Background: an optimization exercise with open tools, aiming at small area, a short achievable clock period and few clock cycles per item. Do not read the settings as production practice.
The RTL was checked by simulation tests, not by an equivalence proof against the original design.
The clock port is modelled as an ideal driver; clocking choices that lean on that would not hold on a real chip.
Power is estimated from default activity; no workload was simulated.

==> module alpha_compositor, before the edit <==
module alpha_compositor
(
	input logic clk,
	input logic reset,
	input logic src_valid,
	output logic src_ready,
	input blend_pkg::pixel_addr_t src_addr,
	input blend_pkg::channel_t src_r,
	input blend_pkg::channel_t src_g,
	input blend_pkg::channel_t src_b,
	input blend_pkg::channel_t src_a,
	input logic src_last,
	output logic wb_cyc,
	output logic wb_stb,
	output logic wb_we,
	output blend_pkg::pixel_addr_t wb_adr,
	output blend_pkg::rgb_t wb_dat_w,
	input blend_pkg::rgb_t wb_dat_r,
	input logic wb_ack,
	output logic frame_done
);
	logic busy;
	logic wlast;        
	logic bv;
	logic [23:0] b_s;
	logic [7:0] b_a;
	logic [23:0] b_d;
	logic [11:0] b_addr;
	logic b_last;
	logic [2:0] k1;     
	logic s1v;
	logic [15:0] s1n0;
	logic [15:0] s1n1;
	logic rdy;          
	logic rd_ack;
	logic wr_ack;
	logic free;
	logic wb_free;
	logic pv;
	logic pr;
	logic po;
	logic b_done;
	logic barrier;
	logic issue_r;
	logic issue_w;
	logic load_b;
	logic s1_take;
	logic s1_load;
	logic [7:0] ch_s;
	logic [7:0] ch_d;
	logic [15:0] ch_n0;
	logic [15:0] ch_n1;
	logic [7:0] ch_q;
	assign wb_cyc = busy;
	assign wb_stb = busy;
	assign src_ready = rdy;
	assign rd_ack = busy && !wb_we && wb_ack;
	assign wr_ack = busy && wb_we && wb_ack;
	assign free = !busy || wr_ack;
	assign wb_free = !(busy && wb_we) || wb_ack;
	assign pv = src_valid && !rdy;
	assign pr = pv && (src_a != 8'hff);
	assign po = pv && (src_a == 8'hff);
	assign b_done = bv && (k1 == 3'd0);
	assign barrier = bv && b_last;   
	assign issue_r = free && pr && !barrier;
	assign issue_w = (rd_ack && bv) || (free && (!pr || barrier) && b_done);
	assign load_b = rd_ack || (free && po && (!bv || issue_w));
	assign s1_take = s1v && wb_free;
	assign s1_load = (k1 != 3'd0) && (!s1v || s1_take);
	assign ch_s = b_s[23:16];
	assign ch_d = b_d[23:16];
	alpha_blend_sum sum_u (.s(ch_s), .d(ch_d), .a(b_a), .n0(ch_n0), .n1(ch_n1));
	alpha_blend_div div_u (.n0(s1n0), .n1(s1n1), .q(ch_q));
	always_ff @(posedge clk)
	begin
		if (!reset)
		begin
			busy <= 1'b0;
			bv <= 1'b0;
			k1 <= 3'd0;
			s1v <= 1'b0;
			rdy <= 1'b0;
			frame_done <= 1'b0;
		end
		else
		begin
			frame_done <= wr_ack && wlast;
			rdy <= load_b;
			if (issue_r || issue_w)
				busy <= 1'b1;
			else if (wb_ack)
				busy <= 1'b0;
			if (load_b)
				bv <= 1'b1;
			else if (issue_w)
				bv <= 1'b0;
			if (load_b)
				k1 <= 3'b001;
			else if (s1_load)
				k1 <= {k1[1:0], 1'b0};
			if (s1_load)
				s1v <= 1'b1;
			else if (s1_take)
				s1v <= 1'b0;
		end
	end
	always_ff @(posedge clk)
	begin
		if (issue_r)
		begin
			wb_we <= 1'b0;
			wb_adr <= src_addr;
		end
		else if (issue_w)
		begin
			wb_we <= 1'b1;
			wb_adr <= b_addr;
			wlast <= b_last;
		end
		if (rd_ack)
			b_d <= wb_dat_r;
		else if (s1_load)
			b_d[23:8] <= b_d[15:0];
		if (k1 == 3'd0)
		begin
			b_s <= {src_r, src_g, src_b};
			b_a <= src_a;
		end
		else if (s1_load)
			b_s[23:8] <= b_s[15:0];
		if (load_b)
		begin
			b_addr <= src_addr;
			b_last <= src_last;
		end
		if (s1_load)
		begin
			s1n0 <= ch_n0;
			s1n1 <= ch_n1;
		end
		if (s1_take && k1[1])
			wb_dat_w[23:16] <= ch_q;
		if (s1_take && k1[2])
			wb_dat_w[15:8] <= ch_q;
		if (s1_take && k1 == 3'd0)
			wb_dat_w[7:0] <= ch_q;
	end
endmodule
export LEC_CHECK = 0
export CAP_MARGIN = 20
export CORE_MARGIN = 2
export CORE_UTILIZATION = 40
export CTS_BUF_LIST = sky130_fd_sc_hd__clkbuf_4 sky130_fd_sc_hd__clkbuf_8
export SETUP_SLACK_MARGIN = 5
export SLEW_MARGIN = 20
export TNS_END_PERCENT = 0
create_clock -name core_clock -period 8.0 [get_ports {clk}]
standard.sh (not shown) runs the stock make flow with config.mk's settings and CLKGATE_MAP_FILE= SYNTH_SCRIPT=/design/flow/synth_recipe.tcl, a recipe that flattens the netlist after the stock synthesis.
==> flow/flow/run.sh <==
#!/bin/bash
# Standard layout, with three changes to how it is made:
#  - the port buffers the standard flow's flow inserts are made from the smallest plain
#    buffer; repair still resizes any that timing needs;
#  - CTS adds no dummy loads to balance its leaf buffers;
#  - after CTS, one more setup repair pass on the worst path
#    (flow/post_cts.tcl).
set -euo pipefail
export BUFFER_PORTS_ARGS="-buffer_cell sky130_fd_sc_hd__buf_1"
export POST_CTS_TCL="$PWD/flow/post_cts.tcl"
export CTS_ARGS="-sink_clustering_enable -repair_clock_nets -dont_use_dummy_load -buf_list {sky130_fd_sc_hd__clkbuf_4 sky130_fd_sc_hd__clkbuf_8}"
bash standard.sh > standard_flow.log 2>&1
==> flow/flow/post_cts.tcl <==
puts "post_cts: worst setup slack before [worst_slack -max]"
repair_timing -setup -setup_margin 5.6 -repair_tns 0 -verbose
detailed_placement
check_placement -verbose
puts "post_cts: worst setup slack after [worst_slack -max]"
Testbench counts at the start, summed over its fixed seeds: cycles 34,025, pixels 5,905.
Change:
--- a/flow/design.v
+++ b/flow/design.v
@@ -351,17 +351,15 @@
 	logic s1v;
 	logic [15:0] s1n0;
 	logic [15:0] s1n1;
 	logic rdy;          
+	logic hz;           
 	logic rd_ack;
 	logic wr_ack;
 	logic free;
 	logic wb_free;
 	logic pv;
-	logic pr;
-	logic po;
 	logic b_done;
-	logic barrier;
 	logic issue_r;
 	logic issue_w;
 	logic load_b;
 	logic s1_take;
@@ -378,15 +376,12 @@
 	assign wr_ack = busy && wb_we && wb_ack;
 	assign free = !busy || wr_ack;
 	assign wb_free = !(busy && wb_we) || wb_ack;
 	assign pv = src_valid && !rdy;
-	assign pr = pv && (src_a != 8'hff);
-	assign po = pv && (src_a == 8'hff);
 	assign b_done = bv && (k1 == 3'd0);
-	assign barrier = bv && b_last;   
-	assign issue_r = free && pr && !barrier;
-	assign issue_w = (rd_ack && bv) || (free && (!pr || barrier) && b_done);
-	assign load_b = rd_ack || (free && po && (!bv || issue_w));
+	assign issue_r = free && pv;
+	assign issue_w = (rd_ack && bv) || (free && !pv && b_done);
+	assign load_b = rd_ack && !hz;
 	assign s1_take = s1v && wb_free;
 	assign s1_load = (k1 != 3'd0) && (!s1v || s1_take);
 	assign ch_s = b_s[23:16];
 	assign ch_d = b_d[23:16];
@@ -400,14 +395,16 @@
 			bv <= 1'b0;
 			k1 <= 3'd0;
 			s1v <= 1'b0;
 			rdy <= 1'b0;
+			hz <= 1'b0;
 			frame_done <= 1'b0;
 		end
 		else
 		begin
 			frame_done <= wr_ack && wlast;
 			rdy <= load_b;
+			hz <= bv && (src_addr == b_addr);
 			if (issue_r || issue_w)
 				busy <= 1'b1;
 			else if (wb_ack)
 				busy <= 1'b0;
@@ -441,20 +438,17 @@
 		if (rd_ack)
 			b_d <= wb_dat_r;
 		else if (s1_load)
 			b_d[23:8] <= b_d[15:0];
-		if (k1 == 3'd0)
+		if (load_b)
 		begin
 			b_s <= {src_r, src_g, src_b};
 			b_a <= src_a;
-		end
-		else if (s1_load)
-			b_s[23:8] <= b_s[15:0];
-		if (load_b)
-		begin
 			b_addr <= src_addr;
 			b_last <= src_last;
 		end
+		else if (s1_load)
+			b_s[23:8] <= b_s[15:0];
 		if (s1_load)
 		begin
 			s1n0 <= ch_n0;
 			s1n1 <= ch_n1;
Global-route usage came out lower by 0.83 points.
Count of clock-buffer cells in the layout does not change.
Worst hold slack gets worse by 0.054 ns.
Routed wire length came out higher by 0.34%.
Sequential share of layout area came out lower by 0.71 points.
Total power came out lower by about 40%.
Worst setup slack gets better by 0.031 ns.
Testbench counts after the change, summed over its fixed seeds: cycles 34,519, pixels 5,905.

-- afterwards: timing with drivers on the ports --
In the flow no input, the clock included, has a driving cell. The finished layouts below were timed again as built, in two steps.
Step 1, drivers: a clkbuf_16 drives clk and a buf_2 each remaining input, both assumed.
Step 2 adds t to the input delays and takes it off the output delays; t is the mean of the earliest and latest rising clock arrival at the registers after step 1. Input paths then give back, and output paths get back, about the clock's delay inside the block.
Slacks: ideal ports / drivers / drivers and shift; pairs: ideal ports / drivers.
| run | t (ns) | setup WS [ns] | worst slew at a driven data input, ns | cell pins on the clock port's net |
|---|---|---|---|---|
| the first run | 0.475 | 4.903 / 4.903 / 4.510 | 0.04 | 1 |
| the second run | 0.479 | 4.934 / 4.934 / 4.583 | 0.06 | 1 |
After both steps setup and hold are still met in every run listed. The setup slack of the first run, which loses most, moves by 0.000 ns with the drivers and by -0.393 ns with both steps.
